Context: an optimization exercise on an open-source flow, tuned for small area and a short achievable clock period. The choices shown serve that exercise and are no tape-out recipe. At most, simulation tests tie the RTL to the original design; equivalence was not proved. For run 1, only the layout was checked, not whether the RTL still works. Power is estimated from default activity; no workload was simulated.

==> flow/design.v <==
package sync_fifo_pkg;
   typedef struct packed {
      logic full;
      logic empty;
      logic almost_full;
      logic almost_empty;
   } fifo_flags_t;
   localparam fifo_flags_t FLAGS_RST = 4'b0101;
   function automatic int clog2(input int value);
      int r;
      int v;
      r = 0;
      v = value - 1;
      while (v > 0) begin
         r = r + 1;
         v = v >> 1;
      end
      clog2 = r;
   endfunction
   function automatic bit is_pow2(input int value);
      is_pow2 = (value > 0) && ((value & (value - 1)) == 0);
   endfunction
   function automatic fifo_flags_t flags_from_count(input int count, input int depth,
                                                    input int af_level, input int ae_level);
      fifo_flags_t f;
      f.full         = (count == depth);
      f.empty        = (count == 0);
      f.almost_full  = (count >= af_level);
      f.almost_empty = (count <= ae_level);
      flags_from_count = f;
   endfunction
endpackage
module fifo_ram #(
   parameter int DATA_W = 8,
   parameter int NLO    = 16,
   parameter int NMID   = 4,
   parameter int NQ     = 4,
   parameter int AW     = 8
) (
   input  logic                       sys_clk,
   input  logic                       we,
   input  logic [AW-1:0]              waddr,
   input  logic [DATA_W-1:0]          wdata,
   input  logic [NLO-1:0]             rlo,
   input  logic [NMID-1:0]            rmid,
   output logic [NQ-1:0][DATA_W-1:0]  cand
);
   localparam int NHI = NMID * NQ;
   localparam int LW  = $clog2(NLO);
   logic [NHI-1:0][NLO-1:0][DATA_W-1:0] mem;
   logic [NHI-1:0] whi;
   logic [NLO-1:0] wlo;
   always_comb begin
      whi = '0;
      wlo = '0;
      whi[waddr[AW-1:LW]] = 1'b1;
      wlo[waddr[LW-1:0]]  = 1'b1;
   end
   logic [NHI-1:0][DATA_W-1:0] grp;
   for (genvar h = 0; h < NHI; h++) begin : g_hi
      logic wg;
      assign wg = we & whi[h];
      for (genvar l = 0; l < NLO; l++) begin : g_lo
         always_ff @(posedge sys_clk) begin
            if (wg && wlo[l]) mem[h][l] <= wdata;
         end
      end
      always_comb begin
         grp[h] = '0;
         for (int l = 0; l < NLO; l++) grp[h] = grp[h] | (mem[h][l] & {DATA_W{rlo[l]}});
      end
   end
   logic [NQ-1:0][DATA_W-1:0] cand_d;
   always_comb begin
      for (int q = 0; q < NQ; q++) begin
         cand_d[q] = '0;
         for (int m = 0; m < NMID; m++)
            cand_d[q] = cand_d[q] | (grp[q*NMID + m] & {DATA_W{rmid[m]}});
      end
   end
   always_ff @(posedge sys_clk) begin
      cand <= cand_d;
   end
endmodule
module sync_fifo_pro #(
   parameter int DATA_W   = 8,
   parameter int DEPTH    = 256,
   parameter int FWFT     = 0,
   parameter int AF_LEVEL = DEPTH - 4,
   parameter int AE_LEVEL = 4
) (
   input  logic                    sys_clk,
   input  logic                    sys_rst_n,
   input  logic                    clr,
   input  logic                    wr_en,
   input  logic [DATA_W-1:0]       wr_data,
   input  logic                    rd_en,
   output logic [DATA_W-1:0]       rd_data,
   output logic                    full,
   output logic                    empty,
   output logic                    almost_full,
   output logic                    almost_empty,
   output logic [sync_fifo_pkg::clog2(DEPTH):0]   data_count,
   output logic                    overflow,
   output logic                    underflow
);
   localparam int AW   = sync_fifo_pkg::clog2(DEPTH);
   localparam int NLO  = 16;
   localparam int NMID = 4;
   localparam int NQ   = 4;
   if (DEPTH != 256) begin : g_bad_depth
      $error("sync_fifo_pro: this implementation is built for DEPTH 256");
   end
   if (FWFT != 0) begin : g_bad_fwft
      $error("sync_fifo_pro: only the standard (registered read data) mode is built");
   end
   logic [AW:0]       count_q;
   logic              full_q, empty_q, af_q, ae_q;
   logic              overflow_q, underflow_q;
   logic [DATA_W-1:0] rd_q;
   logic rd_acc, wr_acc, inc, dec;
   assign rd_acc = rd_en & ~empty_q;
   assign wr_acc = wr_en & (~full_q | rd_en);
   assign inc    = wr_en & ~full_q & ~rd_acc;
   assign dec    = rd_acc & ~wr_en;
   logic [AW:0] cnt_p1, cnt_m1;
   logic        full_p1, af_p1, ae_p1;
   logic        empty_m1, af_m1, ae_m1;
   assign cnt_p1   = count_q + 1'b1;
   assign cnt_m1   = count_q - 1'b1;
   assign full_p1  = (count_q == (AW+1)'(DEPTH - 1));
   assign af_p1    = (count_q >= (AW+1)'(AF_LEVEL - 1));
   assign ae_p1    = (count_q <  (AW+1)'(AE_LEVEL));
   assign empty_m1 = (count_q == (AW+1)'(1));
   assign af_m1    = (count_q >  (AW+1)'(AF_LEVEL));
   assign ae_m1    = (count_q <= (AW+1)'(AE_LEVEL + 1));
   always_ff @(posedge sys_clk or negedge sys_rst_n) begin
      if (!sys_rst_n) begin
         count_q     <= '0;
         full_q      <= 1'b0;
         empty_q     <= 1'b1;
         af_q        <= 1'b0;
         ae_q        <= 1'b1;
         overflow_q  <= 1'b0;
         underflow_q <= 1'b0;
      end else if (clr) begin
         count_q     <= '0;
         full_q      <= 1'b0;
         empty_q     <= 1'b1;
         af_q        <= 1'b0;
         ae_q        <= 1'b1;
         overflow_q  <= 1'b0;
         underflow_q <= 1'b0;
      end else begin
         if (inc) begin
            count_q <= cnt_p1;
            full_q  <= full_p1;
            empty_q <= 1'b0;
            af_q    <= af_p1;
            ae_q    <= ae_p1;
         end else if (dec) begin
            count_q <= cnt_m1;
            full_q  <= 1'b0;
            empty_q <= empty_m1;
            af_q    <= af_m1;
            ae_q    <= ae_m1;
         end
         overflow_q  <= wr_en & full_q & ~rd_en;
         underflow_q <= rd_en & empty_q;
      end
   end
   logic              v0, v1;           
   logic [DATA_W-1:0] q0, q1;           
   logic              fv;               
   logic [1:0]        fq;               
   logic [AW-1:0]     waddr;            
   logic [NLO-1:0]    rlo;              
   logic [NMID-1:0]   rmid;             
   logic [1:0]        rq;               
   logic [NQ-1:0][DATA_W-1:0] cand;
   logic [1:0] held;
   logic       ram_ne;
   assign held   = {1'b0, v0} + {1'b0, v1} + {1'b0, fv};
   assign ram_ne = (count_q[AW:2] != '0) || (count_q[1:0] > held);
   logic [1:0] after;
   logic       ok, issue, direct, to_ram;
   assign after  = held - {1'b0, rd_acc};
   assign ok     = (after <= 2'd1);
   assign issue  = ram_ne & ok;
   assign direct = wr_acc & ~ram_ne & ok;
   assign to_ram = wr_acc & ~direct;
   logic [DATA_W-1:0] fword, first;
   logic              p0;               
   logic [1:0]        n_after;
   assign fword   = cand[fq];
   assign first   = fv ? fword : wr_data;
   assign p0      = rd_acc ? ~v1 : ~v0;
   assign n_after = after + {1'b0, direct};
   always_ff @(posedge sys_clk or negedge sys_rst_n) begin
      if (!sys_rst_n) begin
         v0 <= 1'b0;
         v1 <= 1'b0;
         fv <= 1'b0;
      end else if (clr) begin
         v0 <= 1'b0;
         v1 <= 1'b0;
         fv <= 1'b0;
      end else begin
         v0 <= (n_after != 2'd0);
         v1 <= n_after[1];
         fv <= issue;
      end
   end
   always_ff @(posedge sys_clk) begin
      if (p0)          q0 <= first;
      else if (rd_acc) q0 <= q1;
      if (rd_acc || !v1) q1 <= p0 ? wr_data : first;
   end
   always_ff @(posedge sys_clk or negedge sys_rst_n) begin
      if (!sys_rst_n) begin
         waddr <= '0;
         rlo   <= NLO'(1);
         rmid  <= NMID'(1);
         rq    <= '0;
      end else if (clr) begin
         waddr <= '0;
         rlo   <= NLO'(1);
         rmid  <= NMID'(1);
         rq    <= '0;
      end else begin
         if (to_ram) waddr <= waddr + 1'b1;
         if (issue) begin
            rlo <= {rlo[NLO-2:0], rlo[NLO-1]};
            if (rlo[NLO-1]) begin
               rmid <= {rmid[NMID-2:0], rmid[NMID-1]};
               if (rmid[NMID-1]) rq <= rq + 1'b1;
            end
         end
      end
   end
   always_ff @(posedge sys_clk) begin
      fq <= rq;
   end
   fifo_ram #(
      .DATA_W (DATA_W),
      .NLO    (NLO),
      .NMID   (NMID),
      .NQ     (NQ),
      .AW     (AW)
   ) u_ram (
      .sys_clk (sys_clk),
      .we      (to_ram),
      .waddr   (waddr),
      .wdata   (wr_data),
      .rlo     (rlo),
      .rmid    (rmid),
      .cand    (cand)
   );
   always_ff @(posedge sys_clk or negedge sys_rst_n) begin
      if (!sys_rst_n)  rd_q <= '0;
      else if (clr)    rd_q <= '0;
      else if (rd_acc) rd_q <= q0;
   end
   assign rd_data      = rd_q;
   assign full         = full_q;
   assign empty        = empty_q;
   assign almost_full  = af_q;
   assign almost_empty = ae_q;
   assign data_count   = count_q;
   assign overflow     = overflow_q;
   assign underflow    = underflow_q;
endmodule
==> flow/run.sh <==
#!/bin/bash
# synth_recipe.tcl (not shown) runs the flow's synth.tcl, then flattens the netlist and writes it again
# the make line also repeats each setting of config.mk as NAME=value (left out here)
make -C /OpenROAD-flow-scripts/flow DESIGN_CONFIG=/design/flow/config.mk WORK_HOME=/design/flow/orfs CLKGATE_MAP_FILE= SYNTH_SCRIPT=/design/flow/synth_recipe.tcl finish
==> flow/config.mk <==
export PLATFORM = sky130hd
export DESIGN_NAME = sync_fifo_pro
export DESIGN_NICKNAME = sync_fifo_pro
export VERILOG_FILES = /design/flow/design.v
export SDC_FILE = /design/flow/constraint.sdc
export NUM_CORES = 4
export LEC_CHECK = 0
export CAP_MARGIN = 20
export CORE_MARGIN = 2
export CORE_UTILIZATION = 65
export CTS_CLUSTER_DIAMETER = 100
export CTS_CLUSTER_SIZE = 30
export SETUP_SLACK_MARGIN = 2.0
export SLEW_MARGIN = 20
==> flow/constraint.sdc <==
create_clock -name core_clock -period 3.8 [get_ports {sys_clk}]
set_input_delay 0.7600 -clock core_clock [delete_from_list [all_inputs] [get_ports {sys_clk}]]
set_output_delay 0.7600 -clock core_clock [all_outputs]
set_load 0.01 [all_outputs]
==> run_summary.xml, run 1 <==
<?xml version="1.0" encoding="UTF-8"?>
<metrics>
  <group name="grt">
    <metric name="grt_remaining_overflow" unit="">0</metric>
    <metric name="grt_use_total" unit="">0.415</metric>
    <metric name="grt_max_degree" unit="">102</metric>
    <metric name="grt_pass1_vias" unit="">46700</metric>
    <metric name="wire_length_of_the_first_global_routing_pass" unit="µm">360000</metric>
    <metric name="grt_antenna_before_repair" unit="">11</metric>
  </group>
  <group name="placement">
    <metric name="globalplace.congestion" unit="">0.938</metric>
    <metric name="io_buffer_count" unit="">35</metric>
    <metric name="hpwlAfterDp" unit="µm">144000</metric>
  </group>
  <group name="detailed_routing">
    <metric name="wl_per_cell" unit="µm">40.1</metric>
    <metric name="drt_antenna_net_count" unit="">0</metric>
    <metric name="dr.pass1.iters" unit="">6</metric>
    <metric name="drt_wl_total" unit="µm">265000</metric>
    <metric name="vias" unit="">49900</metric>
    <metric name="remaining_design_rule_violation_count" unit="">0</metric>
    <metric name="drtIter0Drc" unit="">9387</metric>
    <metric name="vias_per_cell" unit="">7.54</metric>
  </group>
  <group name="sta">
    <metric name="rsz0062_at_grt" unit="">true</metric>
    <metric name="min_period" unit="ns">3.02</metric>
    <metric name="finalCritPeriodShare" unit="">0.794</metric>
    <metric name="finalHoldViolations" unit="">0</metric>
    <metric name="maxClockFrequency" unit="GHz">0.331</metric>
    <metric name="timing.clock.skew" unit="ns">0.0458</metric>
    <metric name="relSlewSlack" unit="">0.149</metric>
    <metric name="final_max_slew_viol_count" unit="">0</metric>
    <metric name="total_negative_slack_for_setup_checks" unit="ns">0</metric>
    <metric name="worst-slew-pin-transition" unit="ns">1.28</metric>
    <metric name="setup_viol" unit="">0</metric>
  </group>
  <group name="worst_setup_path">
    <metric name="worst_ep_arrival_time" unit="ns">3.41</metric>
    <metric name="critPathKind" unit="">register to register</metric>
    <metric name="critPathMaxFanout" unit="">8</metric>
    <metric name="timing.critical_path.mode_cell" unit="">sky130_fd_sc_hd__buf_6</metric>
    <metric name="critPathSlowestCell" unit="">sky130_fd_sc_hd__fa_2</metric>
    <metric name="maximum_single_stage_delay_on_the_critical_path" unit="ns">0.60</metric>
    <metric name="sequence_of_cells_on_the_critical_path" unit="">fa_2, ha_1, nand2_2, o21ai_4, a311oi_4, buf_6, buf_6, nand3_4, buf_12, nor2_4</metric>
    <metric name="timing.critical_path.required" unit="ns">4.19</metric>
    <metric name="worstSetupEndpointType" unit="">register</metric>
    <metric name="start_kind" unit="">register</metric>
    <metric name="critPathLaunch" unit="">v0</metric>
    <metric name="rr_startpoint" unit="">v0</metric>
    <metric name="timing.reg2reg.worst_path_depth" unit="">10</metric>
  </group>
  <group name="yosys">
    <metric name="yosys.area.top_type_share" unit="">0.787</metric>
    <metric name="post_synth_most_frequent_cells" unit="">sky130_fd_sc_hd__edfxtp_1, sky130_fd_sc_hd__a22o_1, sky130_fd_sc_hd__a22oi_1</metric>
    <metric name="synth-adder-area-share" unit="">0.00295</metric>
    <metric name="yosys.area_share.xor_xnor" unit="">0.00189</metric>
    <metric name="number_of_synthesized_register_bits" unit="">2154</metric>
    <metric name="yosysSeqAreaShare" unit="">0.813</metric>
    <metric name="yosysWarnings" unit="">2</metric>
    <metric name="combined_area_of_all_synthesized_cells" unit="µm²">78800</metric>
    <metric name="synth_compound_area_frac" unit="">0.123</metric>
    <metric name="yosys.cell_count.top_type" unit="">sky130_fd_sc_hd__edfxtp_1</metric>
    <metric name="ys.flop_type" unit="">sky130_fd_sc_hd__edfxtp_1</metric>
    <metric name="synthesis.area_per_instance" unit="µm²">17.9</metric>
    <metric name="synth-async-reset-ratio" unit="">0.0260</metric>
    <metric name="synth_top_cells_by_area" unit="">sky130_fd_sc_hd__edfxtp_1, sky130_fd_sc_hd__a22o_1, sky130_fd_sc_hd__a221oi_1</metric>
    <metric name="synth_mux_area_frac" unit="">0.00440</metric>
    <metric name="main_combinational_cell_family_by_area_after_synthesis" unit="">compound AO/OA/AOI/OAI gates</metric>
    <metric name="synth_enable_flop_cells" unit="">2064</metric>
    <metric name="yosys.cell_types.count" unit="">64</metric>
    <metric name="mappedNetlistNets" unit="">4436</metric>
    <metric name="post_synth_and_or_nand_nor_area_fraction" unit="">0.0392</metric>
    <metric name="syn_inst" unit="">4405</metric>
    <metric name="synth_top_cell_by_area" unit="">sky130_fd_sc_hd__edfxtp_1</metric>
  </group>
  <group name="die">
    <metric name="design.core.area" unit="µm²">120000</metric>
    <metric name="floorplan.initialDensity" unit="">0.656</metric>
    <metric name="num_io_pins" unit="">36</metric>
    <metric name="dieArea" unit="µm²">124000</metric>
    <metric name="dieHeight" unit="µm">352</metric>
    <metric name="rows" unit="">127</metric>
    <metric name="die_w" unit="µm">352</metric>
  </group>
  <group name="finish">
    <metric name="syn2layout_area_growth" unit="%">21.4</metric>
    <metric name="fill_cells" unit="">6270</metric>
    <metric name="nets" unit="">4981</metric>
    <metric name="post_route_cells_drive_above_1_share" unit="">0.305</metric>
  </group>
  <group name="run">
    <metric name="timing.max_cap.violations" unit="">0</metric>
  </group>
  <group name="clock_tree">
    <metric name="clkSlewWorstSetupHoldPaths" unit="ns">0.12</metric>
    <metric name="tritoncts_num_sinks" unit="">2154</metric>
    <metric name="cts.root.buffer_cell" unit="">sky130_fd_sc_hd__clkbuf_16</metric>
    <metric name="hold_buffers_post_cts" unit="">0</metric>
    <metric name="cts_max_path_buffers" unit="">3</metric>
    <metric name="cts_max_level" unit="">3</metric>
    <metric name="clkLatencyLatePin" unit="ns">0.74</metric>
    <metric name="numCtsBuffers" unit="">81</metric>
    <metric name="cts_tree" unit="">done</metric>
  </group>
  <group name="power_and_ir_drop">
    <metric name="p_per_cell_area" unit="nW/µm²">504</metric>
    <metric name="power.ir.vdd_worst" unit="µV">542</metric>
    <metric name="leak" unit="nW">30.4</metric>
    <metric name="power_total" unit="mW">48.2</metric>
  </group>
  <group name="outcome">
    <metric name="run_status" unit="">no timing/DRC/antenna violations</metric>
  </group>
  <group name="min_path">
    <metric name="hold_path_class" unit="">primary input to async pin</metric>
  </group>
</metrics>
## where the power goes
group,internal (mW),switching (mW)
clock,4.24,6.87
sequential,26.5,0.394
combinational,3.58,6.68
## timing repair
action,4_1_cts,5_1_grt
buffers inserted,228,107
gates resized for setup,795,243
endpoints found under the setup margin,2163,2163
gates cloned,24,13
pin swaps,211,183
## sequential cells by signal, summed over array words and instances (netlist names)
signal / flops
overflow_q: 1
q1: 8
af_q: 1
rmid: 4
rq: 2
v1: 1
fv: 1
count_q: 9
empty_q: 1
v0: 1
full_q: 1
q0: 8
u_ram.mem: 2048
rlo: 16
waddr: 8
rd_q: 8
ae_q: 1
underflow_q: 1
u_ram.cand: 32
fq: 2
## kinds of logic after synthesis
logic type               after synthesis
flip-flops                          2154
adder cells (fa/ha/maj)               18
XOR/XNOR                              17
buffers and inverters                311
AO/OA/AOI/OAI                       1211
multiplexers                          24
AND/OR/NAND/NOR                      670
## layout by cell type, fill, tap and decap left out, drive strengths merged, types with 6 or more instances in the layout
cell / netlist / final
edfxtp: 2064 / 2064
dfxtp: 34 / 34
a21oi: 47 / 47
bufbuf: 0 / 8
clkbuf: 208 / 142
a221oi: 352 / 352
nand4: 105 / 105
nor3: 6 / 6
o21ai: 84 / 84
dfrtp: 52 / 52
xor2: 7 / 7
nor2b: 9 / 9
ha: 17 / 17
inv: 14 / 16
mux2i: 11 / 11
buf: 88 / 735
nor2: 297 / 297
a22o: 354 / 354
nand3: 147 / 147
nand2: 87 / 89
mux4: 8 / 8
xnor2: 10 / 10
a22oi: 353 / 353
## path summary, 6_finish.rpt
kind                             endpoint  slack (ns)
min in group core_clock    u_ram.mem[655]        0.39
min                              waddr[0]        0.15
max in group asynchronous         empty_q        2.81
max reg2reg                u_ram.mem[226]        0.78
min reg2reg                         fq[1]        0.41
max                        u_ram.mem[226]        0.78
## stage by stage
step	hold slack, ns	setup WS, ns	instance area (µm²)	util	instances
after floorplan	0.366	0.789	79900	-	4405
after global placement	0.379	0.250	84400	0.703	6107
after detailed placement	0.374	0.225	84400	0.703	6107
after CTS	0.127	0.766	93300	0.776	6493
after global routing	0.189	0.716	95700	0.796	6615
final	0.149	0.783	95700	0.796	6618
## layout make-up
cell class,instances,area (µm²),share of cell area
antenna,5,12.5,0.000131
timing repair buffer,756,9280,0.0970
sequential,2154,64100,0.670
clock inverter,3,26.3,0.000275
tap,1612,2020,0.0211
inverter,15,63.8,0.000667
multi-input combinational,1942,17800,0.186
clock buffer,131,2300,0.0240
## critical path: cells and delay by family (launching register included)
| family | cells | cell delay (ns) |
|---|---|---|
| fa+ha+maj | 2 | 0.84 |
| buf+inv | 3 | 0.62 |
| simple gates | 3 | 0.49 |
| flops | 1 | 0.42 |
| compound gates | 2 | 0.32 |
## per-layer routing
layer	track usage	up-vias	wire length (µm)
li1	-	19400	-
met4	0.191	10	15700
met2	0.604	4602	117000
met3	0.113	751	40800
met5	0	-	80
met1	0.596	25100	91400
==> inputs of run 2 (changes only) <==
--- a/flow/design.v
+++ b/flow/design.v
@@ -46,7 +46,7 @@
    output logic [NQ-1:0][DATA_W-1:0]  cand
 );
    localparam int NHI = NMID * NQ;
-   localparam int LW  = $clog2(NLO);
+   localparam int LW  = sync_fifo_pkg::clog2(NLO);
    logic [NHI-1:0][NLO-1:0][DATA_W-1:0] mem;
    logic [NHI-1:0] whi;
    logic [NLO-1:0] wlo;
--- a/flow/config.mk
+++ b/flow/config.mk
@@ -7,8 +7,6 @@
 export LEC_CHECK = 0
 export CAP_MARGIN = 20
 export CORE_MARGIN = 2
-export CORE_UTILIZATION = 65
-export CTS_CLUSTER_DIAMETER = 100
-export CTS_CLUSTER_SIZE = 30
-export SETUP_SLACK_MARGIN = 2.0
+export CORE_UTILIZATION = 45
+export SETUP_SLACK_MARGIN = 1.3
 export SLEW_MARGIN = 20
==> run 2 against run 1 <==
Against the previous run:
- still clean on timing, DRC and antenna
- flip-flop and latch count unchanged
- clock power up 86%
- global-route usage down 14 points
- maximum frequency down 0.73%
==> run_summary.xml, run 2 <==
<?xml version="1.0" encoding="UTF-8"?>
<metrics>
  <group name="finish">
    <metric name="ff_latch_area" unit="µm²">64100</metric>
    <metric name="largest_register" unit="">u_ram.mem</metric>
    <metric name="largest_register_ff_count" unit="">2048</metric>
    <metric name="nets" unit="">4867</metric>
    <metric name="top_registers" unit="">u_ram.mem x2048, u_ram.cand x32, rlo x16</metric>
    <metric name="syn2layout_area_growth" unit="%">22.1</metric>
    <metric name="most-common-layout-cells" unit="">sky130_fd_sc_hd__edfxtp_1, sky130_fd_sc_hd__a22o_1, sky130_fd_sc_hd__a22oi_1, sky130_fd_sc_hd__a221oi_1, sky130_fd_sc_hd__buf_4</metric>
    <metric name="fill_cells" unit="">13300</metric>
    <metric name="multi_input_area" unit="µm²">16300</metric>
    <metric name="final_common_cell" unit="">sky130_fd_sc_hd__edfxtp_1</metric>
    <metric name="layout_cell_area_excl_fill" unit="µm²">96200</metric>
    <metric name="post_route_cells_drive_above_1_share" unit="">0.248</metric>
  </group>
  <group name="clock_tree">
    <metric name="numCtsBuffers" unit="">205</metric>
    <metric name="tritoncts_num_sinks" unit="">2154</metric>
    <metric name="clkSlewWorstSetupHoldPaths" unit="ns">0.06</metric>
    <metric name="clkLatencyLatePin" unit="ns">0.86</metric>
    <metric name="cts_max_path_buffers" unit="">3</metric>
    <metric name="cts_tree" unit="">done</metric>
    <metric name="cts.root.buffer_cell" unit="">sky130_fd_sc_hd__clkbuf_16</metric>
    <metric name="cts_max_level" unit="">4</metric>
  </group>
  <group name="detailed_routing">
    <metric name="dr.pass1.iters" unit="">6</metric>
    <metric name="vias" unit="">48000</metric>
    <metric name="drtIter0Drc" unit="">7965</metric>
    <metric name="drt_wl_total" unit="µm">253000</metric>
    <metric name="wl_per_cell" unit="µm">34.4</metric>
    <metric name="remaining_design_rule_violation_count" unit="">0</metric>
    <metric name="vias_per_cell" unit="">6.54</metric>
    <metric name="drt_antenna_net_count" unit="">0</metric>
  </group>
  <group name="sta">
    <metric name="setup_viol" unit="">0</metric>
    <metric name="relSlewSlack" unit="">0.324</metric>
    <metric name="total_negative_slack_for_setup_checks" unit="ns">0</metric>
    <metric name="maxClockFrequency" unit="GHz">0.329</metric>
    <metric name="final_max_slew_viol_count" unit="">0</metric>
    <metric name="rsz0062_at_grt" unit="">true</metric>
    <metric name="finalCritPeriodShare" unit="">0.800</metric>
    <metric name="worst_hold_slack_after_final_layout" unit="ns">0.346</metric>
    <metric name="finalHoldViolations" unit="">0</metric>
    <metric name="timing.clock.skew" unit="ns">0.0290</metric>
    <metric name="min_period" unit="ns">3.04</metric>
    <metric name="worst-slew-pin-transition" unit="ns">1.01</metric>
  </group>
  <group name="yosys">
    <metric name="post_synth_most_frequent_cells" unit="">sky130_fd_sc_hd__edfxtp_1, sky130_fd_sc_hd__a22o_1, sky130_fd_sc_hd__a22oi_1</metric>
    <metric name="mappedNetlistNets" unit="">4436</metric>
    <metric name="ys.flop_type" unit="">sky130_fd_sc_hd__edfxtp_1</metric>
    <metric name="combined_area_of_all_synthesized_cells" unit="µm²">78800</metric>
    <metric name="number_of_synthesized_register_bits" unit="">2154</metric>
    <metric name="synthesis.area_per_instance" unit="µm²">17.9</metric>
    <metric name="synth-async-reset-ratio" unit="">0.0260</metric>
    <metric name="yosysWarnings" unit="">2</metric>
    <metric name="yosys.cell_types.count" unit="">64</metric>
    <metric name="synth_top_cell_by_area" unit="">sky130_fd_sc_hd__edfxtp_1</metric>
    <metric name="yosys.area.top_type_share" unit="">0.787</metric>
    <metric name="synth_top_cells_by_area" unit="">sky130_fd_sc_hd__edfxtp_1, sky130_fd_sc_hd__a22o_1, sky130_fd_sc_hd__a221oi_1</metric>
    <metric name="yosysSeqAreaShare" unit="">0.813</metric>
    <metric name="synth_enable_flop_cells" unit="">2064</metric>
    <metric name="syn_inst" unit="">4405</metric>
    <metric name="yosys.cell_count.top_type" unit="">sky130_fd_sc_hd__edfxtp_1</metric>
  </group>
  <group name="worst_setup_path">
    <metric name="crit_path_end" unit="">u_ram.mem[167]</metric>
    <metric name="start_kind" unit="">register</metric>
    <metric name="timing.reg2reg.worst_path_depth" unit="">11</metric>
    <metric name="worstSetupEndpointType" unit="">register</metric>
    <metric name="timing.reg2reg.setup_slack" unit="ns">0.76</metric>
    <metric name="critPathKind" unit="">register to register</metric>
    <metric name="worst_ep_arrival_time" unit="ns">3.56</metric>
    <metric name="worstReg2RegEnd" unit="">u_ram.mem[167]</metric>
    <metric name="timing.critical_path.required" unit="ns">4.32</metric>
    <metric name="rr_startpoint" unit="">fv</metric>
    <metric name="critPathLaunch" unit="">fv</metric>
    <metric name="critPathMaxFanout" unit="">8</metric>
  </group>
  <group name="power_and_ir_drop">
    <metric name="leak" unit="nW">30.4</metric>
    <metric name="p_per_cell_area" unit="nW/µm²">590</metric>
    <metric name="power.ir.vdd_worst" unit="µV">563</metric>
  </group>
  <group name="grt">
    <metric name="wire_length_of_the_first_global_routing_pass" unit="µm">352000</metric>
    <metric name="grt_pass1_vias" unit="">46000</metric>
    <metric name="grt_use_total" unit="">0.277</metric>
    <metric name="grt_antenna_before_repair" unit="">5</metric>
    <metric name="grt_max_degree" unit="">92</metric>
    <metric name="grt_remaining_overflow" unit="">0</metric>
  </group>
  <group name="die">
    <metric name="dieHeight" unit="µm">422</metric>
    <metric name="floorplan.initialDensity" unit="">0.453</metric>
    <metric name="dieArea" unit="µm²">178000</metric>
    <metric name="rows" unit="">153</metric>
    <metric name="die_w" unit="µm">422</metric>
    <metric name="design.core.area" unit="µm²">174000</metric>
    <metric name="num_io_pins" unit="">36</metric>
  </group>
  <group name="run">
    <metric name="timing.max_cap.violations" unit="">0</metric>
  </group>
  <group name="min_path">
    <metric name="hold_path_class" unit="">primary input to async pin</metric>
  </group>
  <group name="placement">
    <metric name="hpwlAfterDp" unit="µm">146000</metric>
    <metric name="io_buffer_count" unit="">35</metric>
    <metric name="globalplace.congestion" unit="">0.934</metric>
    <metric name="postPlaceCellArea" unit="µm²">85100</metric>
  </group>
  <group name="outcome">
    <metric name="run_status" unit="">no timing/DRC/antenna violations</metric>
  </group>
</metrics>
## run 2: how the worst min path moves through the flow
stage / end / depth (start not counted) / slack (ns) / startpoint
final: rlo[8] / 2 / 0.35 / sys_rst_n
after global placement: fq[1] / 0 / 0.38 / rq[1]
after detailed placement: fq[1] / 0 / 0.38 / rq[1]
after floorplan: fq[1] / 0 / 0.37 / rq[1]
after global routing: u_ram.mem[952] / 1 / 0.34 / wr_data[0]
after CTS: rlo[8] / 2 / 0.31 / sys_rst_n
## run 2: power by group
group          internal (mW)  switching [mW]  total (mW)  leakage [nW]
clock network           11.7            8.91        20.6          3.29
registers               26.5           0.432        26.9          19.6
logic                   3.06            6.21        9.26          7.51
total                   41.3            15.5        56.8          30.4
## run 2: cell families after synthesis
logic type,Yosys count,share of synthesized area
buffers and inverters,311,0.0154
flip-flops,2154,0.813
AO/OA/AOI/OAI,1211,0.123
AND/OR/NAND/NOR,670,0.0392
XOR/XNOR,17,0.00189
multiplexers,24,0.00440
adder cells (fa/ha/maj),18,0.00295
## run 2: routing by layer
layer  routed length (µm)  global-route usage
met5                   48                   0
met4                10200               0.100
met3                29100              0.0630
met2               115000               0.423
met1                98100               0.391
## run 2: final cells by class
cell class | instances | area share
multi-input cells | 1940 | 0.169
well taps | 2325 | 0.0302
inverters | 15 | 0.000637
diodes | 1 | 0.0000260
flip-flops and latches | 2154 | 0.667
clock buffers | 255 | 0.0568
repair buffers | 520 | 0.0633
clock inverters | 129 | 0.0132
## run 2: what timing repair did
action | 4_1_cts | 5_1_grt
setup endpoints to repair | 2125 | 2103
hold buffers | 1 | 0
pin swaps | 53 | 88
setup buffers | 103 | 41
cloned | 10 | 3
hold endpoints to repair | 9 | 0
gates resized for setup | 354 | 279
## run 2: critical path, stage by stage (launching register included)
cell and delay (ns):
sky130_fd_sc_hd__dfrtp_1 0.40, sky130_fd_sc_hd__fa_2 0.60, sky130_fd_sc_hd__buf_6 0.10, sky130_fd_sc_hd__ha_4 0.19
sky130_fd_sc_hd__nand2_4 0.08, sky130_fd_sc_hd__o21ai_4 0.09, sky130_fd_sc_hd__a311oi_4 0.23, sky130_fd_sc_hd__buf_6 0.17
sky130_fd_sc_hd__buf_12 0.16, sky130_fd_sc_hd__nand3_4 0.13, sky130_fd_sc_hd__clkbuf_16 0.28, sky130_fd_sc_hd__nor2_4 0.25
## run 2: per-stage QoR
| stage | worst slack [ns] | instances | power, mW | util |
|---|---|---|---|---|
| 2_1_floorplan | 0.789 | 4405 | 30.6 | - |
| 3_3_place_gp | 0.107 | 6796 | 34.6 | 0.490 |
| 3_5_place_dp | 0.130 | 6796 | 34.6 | 0.490 |
| 4_1_cts | 0.743 | 7294 | 56.0 | 0.544 |
| 5_1_grt | 0.695 | 7339 | 58.0 | 0.554 |
| 6_report | 0.761 | 7339 | 56.8 | 0.554 |

re-timing with driven ports:
How much do the figures lean on ideal ports? The routed layouts below were timed once more, with nothing changed but the port constraints.
Step 1 assumes that a clkbuf_16 drives the clock port and a buf_2 every other input.
Step 2 moves the port delays by t, midway between the first and last clock arrival at a register: inputs arrive t later, outputs are due t later. That takes back most of the time a late clock gives input paths.
Three values: no drivers, after step 1, after step 2; two values: the first two.
| run | shift t [ns] | setup WS [ns] | hold WS [ns] |
|---|---|---|---|
| run 1 | 0.804 | 0.783 / 0.783 / 0.208 | 0.149 / 0.087 / 0.413 |
| run 2 | 0.930 | 0.761 / 0.761 / 0.349 | 0.346 / 0.290 / 0.400 |
After both steps every run listed still meets setup and hold. For run 1, which loses most, drivers alone change the setup slack by 0.000 ns; drivers and shift together by -0.575 ns.
